From an optimization exercise on the open Yosys and OpenROAD flow, aimed at small area, a short achievable clock period and few clock cycles per item; shortcuts taken in it are not production practice.
Only simulation tests tie the RTL to the original design; equivalence was not proved.
The clock port is modelled as an ideal driver; clocking choices that lean on that would not hold on a real chip.
No activity file was given, so power comes from the tool's default toggle rates.

Design keyed_array_list, start of the top module:
module keyed_array_list #(
	parameter int MAX_ENTRIES = 16
) (
	input  logic                  clk,
	input  logic                  arst_n,
	input  logic                  cfg_we,
	input  logic [kal_pkg::CAP_W-1:0]      cfg_data,
	input  logic                  in_valid,
	output logic                  in_stall,
	input  logic [1:0]            kind,
	input  logic [kal_pkg::KEY_W-1:0]      key,
	input  logic [kal_pkg::PAYLOAD_W-1:0]  payload,
	input  logic [kal_pkg::POS_W-1:0]      position,
	output logic                  out_valid,
	input  logic                  out_stall,
	output logic [2:0]            status,
	output logic [kal_pkg::FOUND_W-1:0]    found_position,
	output logic [kal_pkg::COUNT_W-1:0]    entry_count_out,
	output logic                  is_empty,
	output logic                  is_full,
	output logic [kal_pkg::PAYLOAD_W-1:0] found_payload
);
Size: roughly 1300 flip-flops, ~130 I/O pins, roughly 58000 sq um of cells after synthesis.
clock: 6.0 ns
lec_check: 0
abc_clock_period_in_ps: 2800
cap_margin: 20
core_margin: 6
core_utilization: 50
cts_cluster_size: 20
place_density: 0.65
setup_slack_margin: 3.0
slew_margin: 20
tns_end_percent: 20
standard.sh (not shown) runs the stock make flow with config.mk's settings and CLKGATE_MAP_FILE= SYNTH_SCRIPT=/design/flow/synth_recipe.tcl, a recipe that flattens the netlist after the stock synthesis.
==> flow/flow/run.sh <==
#!/bin/bash
# Own layout flow: the standard flow (standard.sh, unchanged synthesis and
# steps) with two placement/CTS choices the flow settings cannot make:
#  - port buffers are plain buf_2 cells (resizable later) instead of the
#    delay cells buffer_ports picks by default;
#  - clock tree sinks are clustered without dummy loads;
#  - after CTS, one more setup repair pass that may change drive strengths
#    (flow/extra_repair.tcl).
# Each tool's output is in the ORFS logs under orfs/logs; the make run's own
# output goes to flow_make.log here.
set -uo pipefail
export BUFFER_PORTS_ARGS="-buffer_cell sky130_fd_sc_hd__buf_2"
export POST_CTS_TCL="$(pwd)/flow/extra_repair.tcl"
export EXTRA_SETUP_MARGIN=3.4
export CTS_ARGS="-sink_clustering_enable -repair_clock_nets -sink_clustering_size 24 -sink_clustering_max_diameter 80 -dont_use_dummy_load"
bash standard.sh > flow_make.log 2>&1
rc=$?
# keep a copy of every ORFS step log beside the make log
mkdir -p logs_orfs
cp -r orfs/logs/*/keyed_array_list/base/. logs_orfs/ 2>/dev/null || true
exit $rc
==> flow/flow/extra_repair.tcl <==
# Sourced by ORFS after clock tree synthesis (POST_CTS_TCL): one more setup
# repair pass, with placement parasitics and the propagated clock, allowing
# any drive strength (the CTS pass keeps each cell's footprint), then
# re-legalize the placement.
puts "extra setup repair after CTS"
estimate_parasitics -placement
repair_timing -setup -setup_margin $::env(EXTRA_SETUP_MARGIN) -repair_tns 100 -verbose
detailed_placement
check_placement -verbose
report_worst_slack -max
Testbench counts at the start, summed over its fixed seeds: cycles 2,584, items 2,560.
==> next run, changes <==
==> flow/flow/run.sh (replaced) <==
#!/bin/bash
# Own layout flow: the standard flow (standard.sh, unchanged synthesis and
# steps) with two placement/CTS choices the flow settings cannot make:
#  - port buffers are plain buf_2 cells (resizable later) instead of the
#    delay cells buffer_ports picks by default;
#  - clock tree sinks are clustered without dummy loads.
# Each tool's output is in the ORFS logs under orfs/logs; the make run's own
# output goes to flow_make.log here.
set -uo pipefail
export BUFFER_PORTS_ARGS="-buffer_cell sky130_fd_sc_hd__buf_2"
export CTS_ARGS="-sink_clustering_enable -repair_clock_nets -sink_clustering_size 30 -sink_clustering_max_diameter 80 -dont_use_dummy_load"
bash standard.sh > flow_make.log 2>&1
rc=$?
# keep a copy of every ORFS step log beside the make log
mkdir -p logs_orfs
cp -r orfs/logs/*/keyed_array_list/base/. logs_orfs/ 2>/dev/null || true
exit $rc
--- a/flow/config.mk
+++ b/flow/config.mk
@@ -9,8 +9,7 @@
 export CAP_MARGIN = 20
 export CORE_MARGIN = 6
-export CORE_UTILIZATION = 50
-export CTS_CLUSTER_SIZE = 20
-export PLACE_DENSITY = 0.65
-export SETUP_SLACK_MARGIN = 3.0
+export CORE_UTILIZATION = 62
+export PLACE_DENSITY = 0.72
+export SETUP_SLACK_MARGIN = 3.2
 export SLEW_MARGIN = 20
-export TNS_END_PERCENT = 20
+export TNS_END_PERCENT = 30
removed: flow/flow/extra_repair.tcl
Effect:
- fmax came out lower by 4.5%
- sequential power hardly moves
- total power came out lower by 0.66%
- area after synthesis does not change
- worst setup slack loses 140 ps
- design area came out lower by 1.3%
- clock skew came out higher by 28 ps
- via count came out higher by 2.0%
- global-route usage came out higher by 6.3 points
- utilization came out higher by 13 points
- clock-buffer cell count came out lower by 17
==> next run, changes <==
--- a/flow/flow/run.sh
+++ b/flow/flow/run.sh
@@ -9,5 +9,5 @@
 set -uo pipefail
 export BUFFER_PORTS_ARGS="-buffer_cell sky130_fd_sc_hd__buf_2"
-export CTS_ARGS="-sink_clustering_enable -repair_clock_nets -sink_clustering_size 30 -sink_clustering_max_diameter 80 -dont_use_dummy_load"
+export CTS_ARGS="-sink_clustering_enable -repair_clock_nets -sink_clustering_size 24 -sink_clustering_max_diameter 80 -dont_use_dummy_load"
 bash standard.sh > flow_make.log 2>&1
 rc=$?
--- a/flow/config.mk
+++ b/flow/config.mk
@@ -9,7 +9,8 @@
 export CAP_MARGIN = 20
 export CORE_MARGIN = 6
-export CORE_UTILIZATION = 62
-export PLACE_DENSITY = 0.72
-export SETUP_SLACK_MARGIN = 3.2
+export CORE_UTILIZATION = 50
+export CTS_CLUSTER_SIZE = 20
+export PLACE_DENSITY = 0.65
+export SETUP_SLACK_MARGIN = 3.0
 export SLEW_MARGIN = 20
-export TNS_END_PERCENT = 30
+export TNS_END_PERCENT = 20
What happened: The changed run completed without violations; hold slack barely changes; clock skew shrinks by 28 ps; non-clock buffer count shrinks by 101; die area grows by a quarter to a third; clock power grows by about a fifth; wire length shrinks by a few percent; final area shrinks slightly; worst setup slack improved by 45 ps; register-to-register slack got worse by 110 ps; area after synthesis is unchanged; power shrinks by a few percent.

* * *

keyed_array_list, a different RTL version from the one above (not shown whole).
For scale: about 3800 cells after synthesis, ~130 I/O pins, about 57000 µm² of cells after synthesis.
export LEC_CHECK = 0
export ABC_CLOCK_PERIOD_IN_PS = 2800
export CAP_MARGIN = 20
export CORE_MARGIN = 6
export CORE_UTILIZATION = 55
export PLACE_DENSITY = 0.68
export SETUP_SLACK_MARGIN = 3.0
export SLEW_MARGIN = 20
export TNS_END_PERCENT = 20
create_clock -name core_clock -period 6.0 [get_ports {clk}]
==> flow/flow/run.sh <==
#!/bin/bash
# Own layout flow: the standard flow (standard.sh, unchanged synthesis and
# steps) with two placement/CTS choices the flow settings cannot make:
#  - port buffers are plain buf_2 cells (resizable later) instead of the
#    delay cells buffer_ports picks by default;
#  - clock tree sinks are clustered without dummy loads.
# Each tool's output is in the ORFS logs under orfs/logs; the make run's own
# output goes to flow_make.log here.
set -uo pipefail
export BUFFER_PORTS_ARGS="-buffer_cell sky130_fd_sc_hd__buf_2"
export CTS_ARGS="-sink_clustering_enable -repair_clock_nets -sink_clustering_size 28 -sink_clustering_max_diameter 80 -dont_use_dummy_load"
bash standard.sh > flow_make.log 2>&1
rc=$?
# keep a copy of every ORFS step log beside the make log
mkdir -p logs_orfs
cp -r orfs/logs/*/keyed_array_list/base/. logs_orfs/ 2>/dev/null || true
exit $rc
The first run went through all stages and came out clean.
Testbench counts at the start, summed over its fixed seeds: cycles 2,584, items 2,560.
Then changed:
--- a/flow/flow/run.sh
+++ b/flow/flow/run.sh
@@ -10,3 +10,3 @@
 export BUFFER_PORTS_ARGS="-buffer_cell sky130_fd_sc_hd__buf_2"
-export CTS_ARGS="-sink_clustering_enable -repair_clock_nets -sink_clustering_size 28 -sink_clustering_max_diameter 80 -dont_use_dummy_load"
+export CTS_ARGS="-sink_clustering_enable -repair_clock_nets -sink_clustering_size 30 -sink_clustering_max_diameter 80 -dont_use_dummy_load"
 bash standard.sh > flow_make.log 2>&1
CORE_UTILIZATION = 58   (was 55)
PLACE_DENSITY = 0.7   (was 0.68)
Effect: The changed run completed with no timing, DRC or antenna violations; cell area is about the same; worst setup slack degrades by 0.031 ns; clock-buffer cell count fell by 2; cell count goes down slightly; total power hardly moves; utilization grows by 3.3 points; maximum frequency decreases slightly; routed wire length rose slightly; critical path depth shrinks by 7; synthesized cell count is unchanged.
Then changed:
--- a/flow/flow/run.sh
+++ b/flow/flow/run.sh
@@ -10,3 +10,3 @@
 export BUFFER_PORTS_ARGS="-buffer_cell sky130_fd_sc_hd__buf_2"
-export CTS_ARGS="-sink_clustering_enable -repair_clock_nets -sink_clustering_size 30 -sink_clustering_max_diameter 80 -dont_use_dummy_load"
+export CTS_ARGS="-sink_clustering_enable -repair_clock_nets -sink_clustering_size 28 -sink_clustering_max_diameter 80 -dont_use_dummy_load"
 bash standard.sh > flow_make.log 2>&1
ABC_AREA = 1   (was default)
CORE_UTILIZATION = 55   (was 58)
PLACE_DENSITY = 0.68   (was 0.7)
Effect: Design area rises by 1.4%; sequential share of layout area went down by 0.85 points; setup slack improved by 0.0086 ns; total power came out higher by 2.6%; hold slack gains 0.0037 ns; core utilization shrinks by 3.8 points; cell count increases by 25%.
Then changed:
--- a/flow/flow/run.sh
+++ b/flow/flow/run.sh
@@ -10,3 +10,3 @@
 export BUFFER_PORTS_ARGS="-buffer_cell sky130_fd_sc_hd__buf_2"
-export CTS_ARGS="-sink_clustering_enable -repair_clock_nets -sink_clustering_size 28 -sink_clustering_max_diameter 80 -dont_use_dummy_load"
+export CTS_ARGS="-sink_clustering_enable -repair_clock_nets -sink_clustering_size 24 -sink_clustering_max_diameter 80 -dont_use_dummy_load"
 bash standard.sh > flow_make.log 2>&1
ABC_AREA = default   (was 1)
CORE_UTILIZATION = 50   (was 55)
CTS_CLUSTER_SIZE = 20   (was default)
PLACE_DENSITY = 0.65   (was 0.68)
What happened:
- clock power went up by roughly a tenth
- design area rises slightly
- synthesized area went down by a few percent
- hold slack got worse by 0.042 ns
- die area is higher by a few percent
- first-iteration DRC count goes down by a few percent
- count of clock-buffer cells in the layout climbs by 12
- worst setup slack gains 0.031 ns
- wire length came out higher by a little under a tenth

## static timing again, ports no longer ideal
How much do the figures lean on ideal ports? The routed layouts below were timed once more, with nothing changed but the port constraints. Step 1 sets driving cells, clkbuf_16 on the clock port and buf_2 on the other inputs (assumed; they add their load-dependent delay and slew). Step 2, shift: input delay + t, output delay - t, t = (earliest + latest rising clock arrival at the registers) / 2. This alone moves slack from input paths to output paths. Three values: ideal, step 1, step 2; two values: the first two.
run | t (ns) | setup WS [ns] | worst setup path after step 2
the first run of note 1 | 0.744 | 2.978 / 2.941 / 2.197 | input to register
the second run of note 1 | 0.758 | 2.836 / 2.760 / 2.003 | input to register
the third run of note 1 | 0.748 | 2.881 / 2.881 / 2.161 | input to register
the first run of note 2 | 0.763 | 2.855 / 2.830 / 2.067 | input to register
the second run of note 2 | 0.750 | 2.824 / 2.824 / 2.252 | input to register
the third run of note 2 | 0.748 | 2.832 / 2.832 / 2.206 | input to register
the fourth run of note 2 | 0.714 | 2.863 / 2.843 / 2.205 | input to register
After both steps setup and hold are still met in every run listed. For the second run of note 1, which loses most, drivers alone change the setup slack by -0.076 ns; drivers and shift together by -0.833 ns.
